Context: an optimization exercise on an open-source flow, tuned for small area. The choices shown serve that exercise and are no tape-out recipe.
Function not checked in this run: the RTL went through the layout flow alone.
No driver is modelled on the clock port, so clocking that relies on it looks cheaper here than on a real chip.
Power figures rest on the tool's default switching activity, not on a simulated workload.

$ cat design/flow/design.v
package pipe_pkg;
    localparam int N_REGS    = 8;
    localparam int MEM_WORDS = 16;
endpackage
`timescale 1ns/10ps
module pipe_core (
    input  logic        clk,
    input  logic        rst,
    input  logic        in_valid,
    input  logic [15:0] in_instr,
    output logic        in_ready,
    output logic        trace_valid,
    output logic [75:0] trace,
    input  logic        trace_ready
);
    localparam logic [3:0] OP_ADD  = 4'd1;
    localparam logic [3:0] OP_SUB  = 4'd2;
    localparam logic [3:0] OP_ADDI = 4'd3;
    localparam logic [3:0] OP_LD   = 4'd4;
    localparam logic [3:0] OP_ST   = 4'd5;
    function automatic logic [15:0] rreg(input logic [7:1][15:0] r, input logic [2:0] ad);
        case (ad)
            3'd1:    rreg = r[1];
            3'd2:    rreg = r[2];
            3'd3:    rreg = r[3];
            3'd4:    rreg = r[4];
            3'd5:    rreg = r[5];
            3'd6:    rreg = r[6];
            3'd7:    rreg = r[7];
            default: rreg = 16'd0;
        endcase
    endfunction
    logic [15:0] now;
    logic        hold;
    logic        stall;
    logic        f_v, d_v, x_v, m_v;
    logic [15:0] f_i, d_i, x_i, m_i;
    logic [15:0] f_c, d_c, x_c, m_c;
    logic        f_l, d_l, x_l, m_l;
    logic [7:0]  t_seq;
    logic [15:0] t_i, t_res, t_fc, t_rc;
    logic        t_l;
    logic [3:0]  t_s;
    assign trace = {t_seq, t_i, t_res, t_fc, t_rc, t_s};
    assign hold  = trace_valid && !trace_ready;
    logic [3:0] f_op;
    logic       f_rs_use, f_rt_use, f_rd_use;
    always_comb begin
        f_op     = f_i[15:12];
        f_rs_use = (f_op >= OP_ADD) && (f_op <= OP_ST);
        f_rt_use = (f_op == OP_ADD) || (f_op == OP_SUB);
        f_rd_use = (f_op == OP_ST);
    end
    assign stall = d_v && (d_i[15:12] == OP_LD) && (d_i[11:9] != 3'd0) && f_v
                   && ((f_rs_use && f_i[8:6] == d_i[11:9])
                       || (f_rt_use && f_i[5:3] == d_i[11:9])
                       || (f_rd_use && f_i[11:9] == d_i[11:9]));
    assign in_ready = !hold && !stall;
    always_ff @(posedge clk) begin
        if (rst) now <= '0;
        else     now <= now + 16'd1;
    end
    logic tick, tick_seen, long_hold;
    assign tick      = (now[3:0] == 4'd0);
    assign long_hold = hold && tick_seen && tick;
    always_ff @(posedge clk) begin
        tick_seen <= hold && (tick_seen || tick);
    end
    logic [7:0] st;
    assign st = t_rc[7:0] + ~t_fc[7:0] + 8'd253;
    always_comb begin
        if (t_l || st[7:4] != 4'd0) t_s = 4'hf;
        else                       t_s = st[3:0];
    end
    always_ff @(posedge clk) begin
        if (rst) begin
            f_v <= 1'b0;
            d_v <= 1'b0;
            x_v <= 1'b0;
            m_v <= 1'b0;
        end else if (!hold) begin
            f_v <= stall ? f_v : in_valid;
            d_v <= f_v && !stall;
            x_v <= d_v;
            m_v <= x_v;
        end
    end
    always_ff @(posedge clk) begin
        if (in_ready) begin
            f_i <= in_instr;
            f_c <= now;
        end
        f_l <= !in_ready && (f_l || long_hold);
        if (!hold) begin
            d_i <= f_i;
            d_c <= f_c;
            x_i <= d_i;
            x_c <= d_c;
            m_i <= x_i;
            m_c <= x_c;
        end
        d_l <= hold ? (d_l || long_hold) : f_l;
        x_l <= hold ? (x_l || long_hold) : d_l;
        m_l <= hold ? (m_l || long_hold) : x_l;
    end
    logic [7:1][15:0] regs;
    logic [15:0] mem_n [16];
    logic [3:0]  op;
    logic [2:0]  rd, rs, rt, p2;
    logic        is_add, is_sub, is_addi, is_ld, is_st, is_alu, wr;
    logic [15:0] a, b2, bop, sum, res;
    logic [16:0] sum_c;
    logic [3:0]  addr;
    logic [3:0]  m_a;
    always_comb begin
        op      = m_i[15:12];
        rd      = m_i[11:9];
        rs      = m_i[8:6];
        rt      = m_i[5:3];
        is_add  = (op == OP_ADD);
        is_sub  = (op == OP_SUB);
        is_addi = (op == OP_ADDI);
        is_ld   = (op == OP_LD);
        is_st   = (op == OP_ST);
        is_alu  = is_add || is_sub || is_addi;
        wr      = is_alu || is_ld;
        p2      = is_st ? rd : rt;
        a       = rreg(regs, rs);
        b2      = rst ? 16'd0 : rreg(regs, p2);
        addr    = m_a;
        bop     = (is_add || is_sub) ? b2 : {{10{m_i[5]}}, m_i[5:0]};
        sum_c   = {a, 1'b1} + {bop ^ {16{is_sub}}, is_sub};
        sum     = sum_c[16:1];
        res     = ({16{is_ld && !rst}} & ~mem_n[addr])
                | ({16{is_st}} & b2)
                | ({16{is_alu && !rst}} & sum);
    end
    logic        retire;
    logic [15:0] r_wdata, m_wdata;
    assign retire  = m_v && !hold;
    assign r_wdata = res;
    assign m_wdata = b2;
    logic [3:0]  x_base;
    logic [15:0] x_reg;
    always_comb begin
        x_reg  = rreg(regs, x_i[8:6]);
        x_base = (retire && wr && rd != 3'd0 && rd == x_i[8:6]) ? r_wdata[3:0] : x_reg[3:0];
    end
    always_ff @(posedge clk) begin
        if (!hold) m_a <= x_base + x_i[3:0];
    end
    always_ff @(posedge clk) begin
        for (int i = 1; i < 8; i++) begin
            if (rst || (retire && wr && rd == 3'(i))) regs[i] <= r_wdata;
        end
    end
    always_ff @(posedge clk) begin
        for (int i = 0; i < 16; i++) begin
            if (rst || (retire && is_st && addr == 4'(i))) mem_n[i] <= ~m_wdata;
        end
    end
    always_ff @(posedge clk) begin
        if (rst) trace_valid <= 1'b0;
        else if (!hold) trace_valid <= m_v;
    end
    always_ff @(posedge clk) begin
        if (rst) t_seq <= 8'hff;
        else     t_seq <= t_seq + {7'd0, retire};
    end
    always_ff @(posedge clk) begin
        if (!hold) begin
            t_i   <= m_i;
            t_res <= res;
            t_fc  <= m_c;
            t_rc  <= now;
            t_l   <= m_l;
        end
    end
endmodule
$ cat design/flow/flow/run.sh
#!/bin/bash
# Standard layout with a leaner clock tree (no dummy loads, smaller
# buffers) and the smallest buffer on the ports.
export CTS_ARGS="-sink_clustering_enable -repair_clock_nets -dont_use_dummy_load -buf_list {sky130_fd_sc_hd__clkbuf_4 sky130_fd_sc_hd__clkbuf_8} -sink_clustering_size 16 -sink_clustering_max_diameter 60"
export POST_CTS_TCL="$PWD/flow/post_cts.tcl"
export BUFFER_PORTS_ARGS="-buffer_cell sky130_fd_sc_hd__buf_1"
bash standard.sh > standard.log 2>&1
$ cat design/flow/flow/post_cts.tcl
# area recovery: downsize cells on paths with slack to spare
estimate_parasitics -placement
repair_timing -recover_power 100 -verbose
detailed_placement
check_placement -verbose
$ cat design/flow/standard.sh
#!/bin/bash
# synth_recipe.tcl (not shown) runs the flow's synth.tcl, then flattens the netlist and writes it again
# the make line also repeats each setting of config.mk as NAME=value (left out here)
make -C /OpenROAD-flow-scripts/flow DESIGN_CONFIG=/design/flow/config.mk WORK_HOME=/design/flow/orfs CLKGATE_MAP_FILE= SYNTH_SCRIPT=/design/flow/synth_recipe.tcl "${@:-finish}"
$ cat design/flow/config.mk
export PLATFORM = sky130hd
export DESIGN_NAME = pipe_core
export DESIGN_NICKNAME = pipe_core
export VERILOG_FILES = /design/flow/design.v
export SDC_FILE = /design/flow/constraint.sdc
export NUM_CORES = 4
export LEC_CHECK = 0
export ABC_AREA = 1
export CAP_MARGIN = 0
export CORE_MARGIN = 2
export CORE_UTILIZATION = 40
export SLEW_MARGIN = 0
$ cat design/flow/constraint.sdc
create_clock -name core_clock -period 5.5 [get_ports {clk}]
set_input_delay 1.1000 -clock core_clock [delete_from_list [all_inputs] [get_ports {clk}]]
set_output_delay 1.1000 -clock core_clock [all_outputs]
set_load 0.01 [all_outputs]
==> qor.txt <==
status - finished clean
RR Startpoint - m_i[13]
die area - 0.06224 sq mm
#FFs+latches synth - 599
Routed Antenna Nets - 0
Net Sw Frac - 28.39%
DR pass1 iterations - 5
drt total wl - 60,380 um
Max Cap Viol - 0
Core ar. - 0.05924 sq mm
Num Clock Sinks - 599
post-layout min period - 5.153 ns
Period Utilization, post-route - 93.69%
r2r endpoint - t_res[10]
critical path capture point type - flip-flop
Global Route Usage Sum - 19.14%
Synth async-reset ratio - 0%
DR WL/cell - 21.71 um
crit-path max FO - 18
share of layout cells above drive strength 1 - 5.627%
Mapped Area - 0.02410 sq mm
Synth area leaders - edfxtp_1, nand2_1, inv_1
critical path type - reg2reg
clock slew at reported path FFs - 0.09 ns
Yosys top cell area share - 70.39%
pwr dens - 354.9 mW/mm^2
skew final - 0.08814 ns
EDFF count, synth - 565
RSZ-0062 raised after global routing - no
# diodes - 0
Tot Pwr - 9.364 mW
register area share after synthesis - 73.22%
row cnt - 89
die width - 249.5 um
initial antenna violation count - 0
hold path start - m_c[2]
global route total overflow - 0
NetSw - 2.659 mW
Area growth syn-to-layout - 9.464%
startpoint types - flip-flop
Yosys top cell by area - edfxtp_1
Synth cell types - 53
worst skew pair latency - 0.66 ns
vias per cell - 5.455
gpl congestion - 0.8839
Worst EP required - 5.69 ns
Reg power frac - 59.5%
die height - 249.5 um
Placed Cells incl. Taps - 2,732
largest net degree at the start of global routing - 171
Worst Setup SP - m_i[13]
Final Hold Viols - 0
Synth Flop Type - edfxtp_1
Logic pwr share - 18.0%
Initial Util - 40.68%
Hold Crit Endpoint - t_fc[2]
arrival time at the worst endpoint - 5.35 ns
number of synthesis warnings - 2
vias in the first global route - 14.67k
Slew @ Worst Pin - 1.404 ns
worst hold stages - 0
CTS tree - done
Slew Viols, Final - 0
routed vias - 15.17k
min-delay worst type - reg2reg
maximum vdd drop - 0.1769 mV
number of DRC markers in iteration 0 - 1,358
P_int - 6.705 mW
Post-Synthesis Cells - 1,836
Port Buffers - 97
clock share of power - 22.4%
Final HPWL DP - 40,320 um
# DRC - 0
io pins - 98
Final #Nets - 2,067
syn avg cell area - 13.13 sq um
Leakage Power - 9.316 nW
Reg2Reg Depth - 24
FMAX - 194.1 MHz
final setup fails - 0
flop2flop setup slack - 0.35 ns
global-route wire length before repair - 90,850 um
syn_nets - 1,893
Slew Limit Headroom - 6.368%
Post-Layout Cell Count - 2,781
## worst max-delay path: stages (launching register included)
cell and delay [ns]:
edfxtp_1 0.48, nor2_4 0.21, nand2_2 0.20, o21ai_4 0.32
nand3_1 0.36, o22ai_1 0.34, o31ai_2 0.11, buf_4 0.26
o21ai_0 0.15, inv_1 0.07, ha_1 0.35, a21oi_1 0.14
o21ai_0 0.15, nand2_1 0.09, nand2_1 0.05, nand2_1 0.05
nand2_1 0.09, nand2_1 0.09, nand2_1 0.06, a21oi_1 0.18
o21a_1 0.18, o21ai_0 0.12, or2_2 0.29, nand2_1 0.07
o211ai_1 0.29
## synthesized netlist by cell type, drive strengths merged (6+ instances only)
library cell,n
a211oi,8
a21oi,68
a221o,6
a221oi,35
a22o,29
a22oi,16
buf,10
clkbuf,37
dfxtp,34
edfxtp,565
ha,35
inv,198
nand2,357
nand3,76
nand4,39
nor2,87
nor3,21
nor4,8
o2111ai,14
o211ai,9
o21ai,72
o221ai,7
o22ai,39
o31ai,13
o41ai,6
xnor2,9
xor2,12
## cell type report
cell class	instances	area (sq um)
fillers	5378	32860
clock buffers	48	660.6
multi-input cells	992	5553
inverters	198	747.0
well taps	773	967.2
flip-flops and latches	599	17650
repair buffers	171	808.3
## state kept, by name (all words and copies together) (netlist names), 4 cells and up
signal  cells
d_c        16
d_i        16
f_c        16
f_i        16
m_a         4
m_c        16
m_i        16
mem_n     256
now        16
regs      112
t_fc       16
t_i        16
t_rc       16
t_res      16
t_seq       8
x_c        16
x_i        16
## cells by family after synthesis
kind of cell / count (synthesis) / synth area share, %
and+or+nand+nor: 595 / 10.50
xor gates and xnor gates: 21 / 0.7631
DFF: 599 / 73.22
buffers and inverters: 245 / 3.888
adders and majority gates: 37 / 1.983
AOI/OAI and AO/OA: 339 / 9.645
## stage by stage
| step | hold WS [ns] | TNS, ns | setup slack, ns | util (%) | cell area [sq um] |
|---|---|---|---|---|---|
| final | 0.4068 | 0 | 0.3472 | 44.53 | 26380 |
| after global routing | 0.4071 | 0 | 0.002479 | 44.53 | 26380 |
| after detailed placement | 0.4045 | 0 | 0.4628 | 43.75 | 25920 |
| after floorplan | 0.4003 | -0.1869 | -0.1869 | - | 24110 |
| after global placement | 0.4006 | 0 | 0.6800 | 43.75 | 25920 |
## worst max path at each step
stage                      to  slack (ns)
floorplan            in_ready       -0.19
global placement     regs[91]        0.68
detailed placement   regs[78]        0.46
global route         regs[58]       0.002
finish              t_res[10]        0.35
## power by group through the flow
stage	Combinational [mW]	Sequential, mW	Clock [mW]
after floorplan	1.03	5.63	0
after global placement	1.67	5.67	0
after detailed placement	1.69	5.67	0
after global routing	1.85	5.61	2.32
final	1.69	5.58	2.10
## per-layer routing
layer / GRT usage (%) / vias to the layer above / share of wire [%]
li1: - / 7042 / -
met4: 5.181 / 0 / 2.2
met3: 3.014 / 96 / 6.7
met2: 31.19 / 508 / 47
met5: 0 / - / 0
met1: 26.76 / 7523 / 44
## layout by cell type (no fill, tap or decap), types with 7 or more instances in the layout
cell,instances
o31ai_2,8
o211ai_1,9
clkbuf_8,49
edfxtp_1,565
clkbuf_1,38
nor3_1,21
inv_1,194
a22oi_1,16
a22o_1,29
o221ai_1,7
o2111ai_1,14
nand3_1,74
ha_1,35
nor2_1,83
buf_1,97
o22ai_1,39
nand2_1,353
dfxtp_1,34
o21ai_0,68
nand4_1,39
a211oi_1,8
a21oi_1,68
nor4_1,8
xor2_1,12
buf_4,30
a221oi_1,35
xnor2_1,9

[re-timing with driven ports]
The flow's constraints put no driver on any port. The routed layout listed below was extracted and timed again, unchanged, in two steps. Step 1 sets driving cells, clkbuf_16 on the clock port and buf_2 on the other inputs (assumed; they add their load-dependent delay and slew). Step 2, shift: input delay + t, output delay - t, t = (earliest + latest rising clock arrival at the registers) / 2. This alone moves slack from input paths to output paths. Three values: ideal ports, drivers, drivers and shift; two values: the first two.
t (ns): 0.666
setup slack, ns: 0.347 / 0.347 / 0.271
worst register clock-pin slew, ns: 0.10 / 0.10
worst slew at a driven data input, ns: 0.06
pins driven straight from the clock port: 1
After both steps this run still meets setup and hold. For this run, drivers alone change the setup slack by 0.000 ns; drivers and shift together by -0.076 ns.
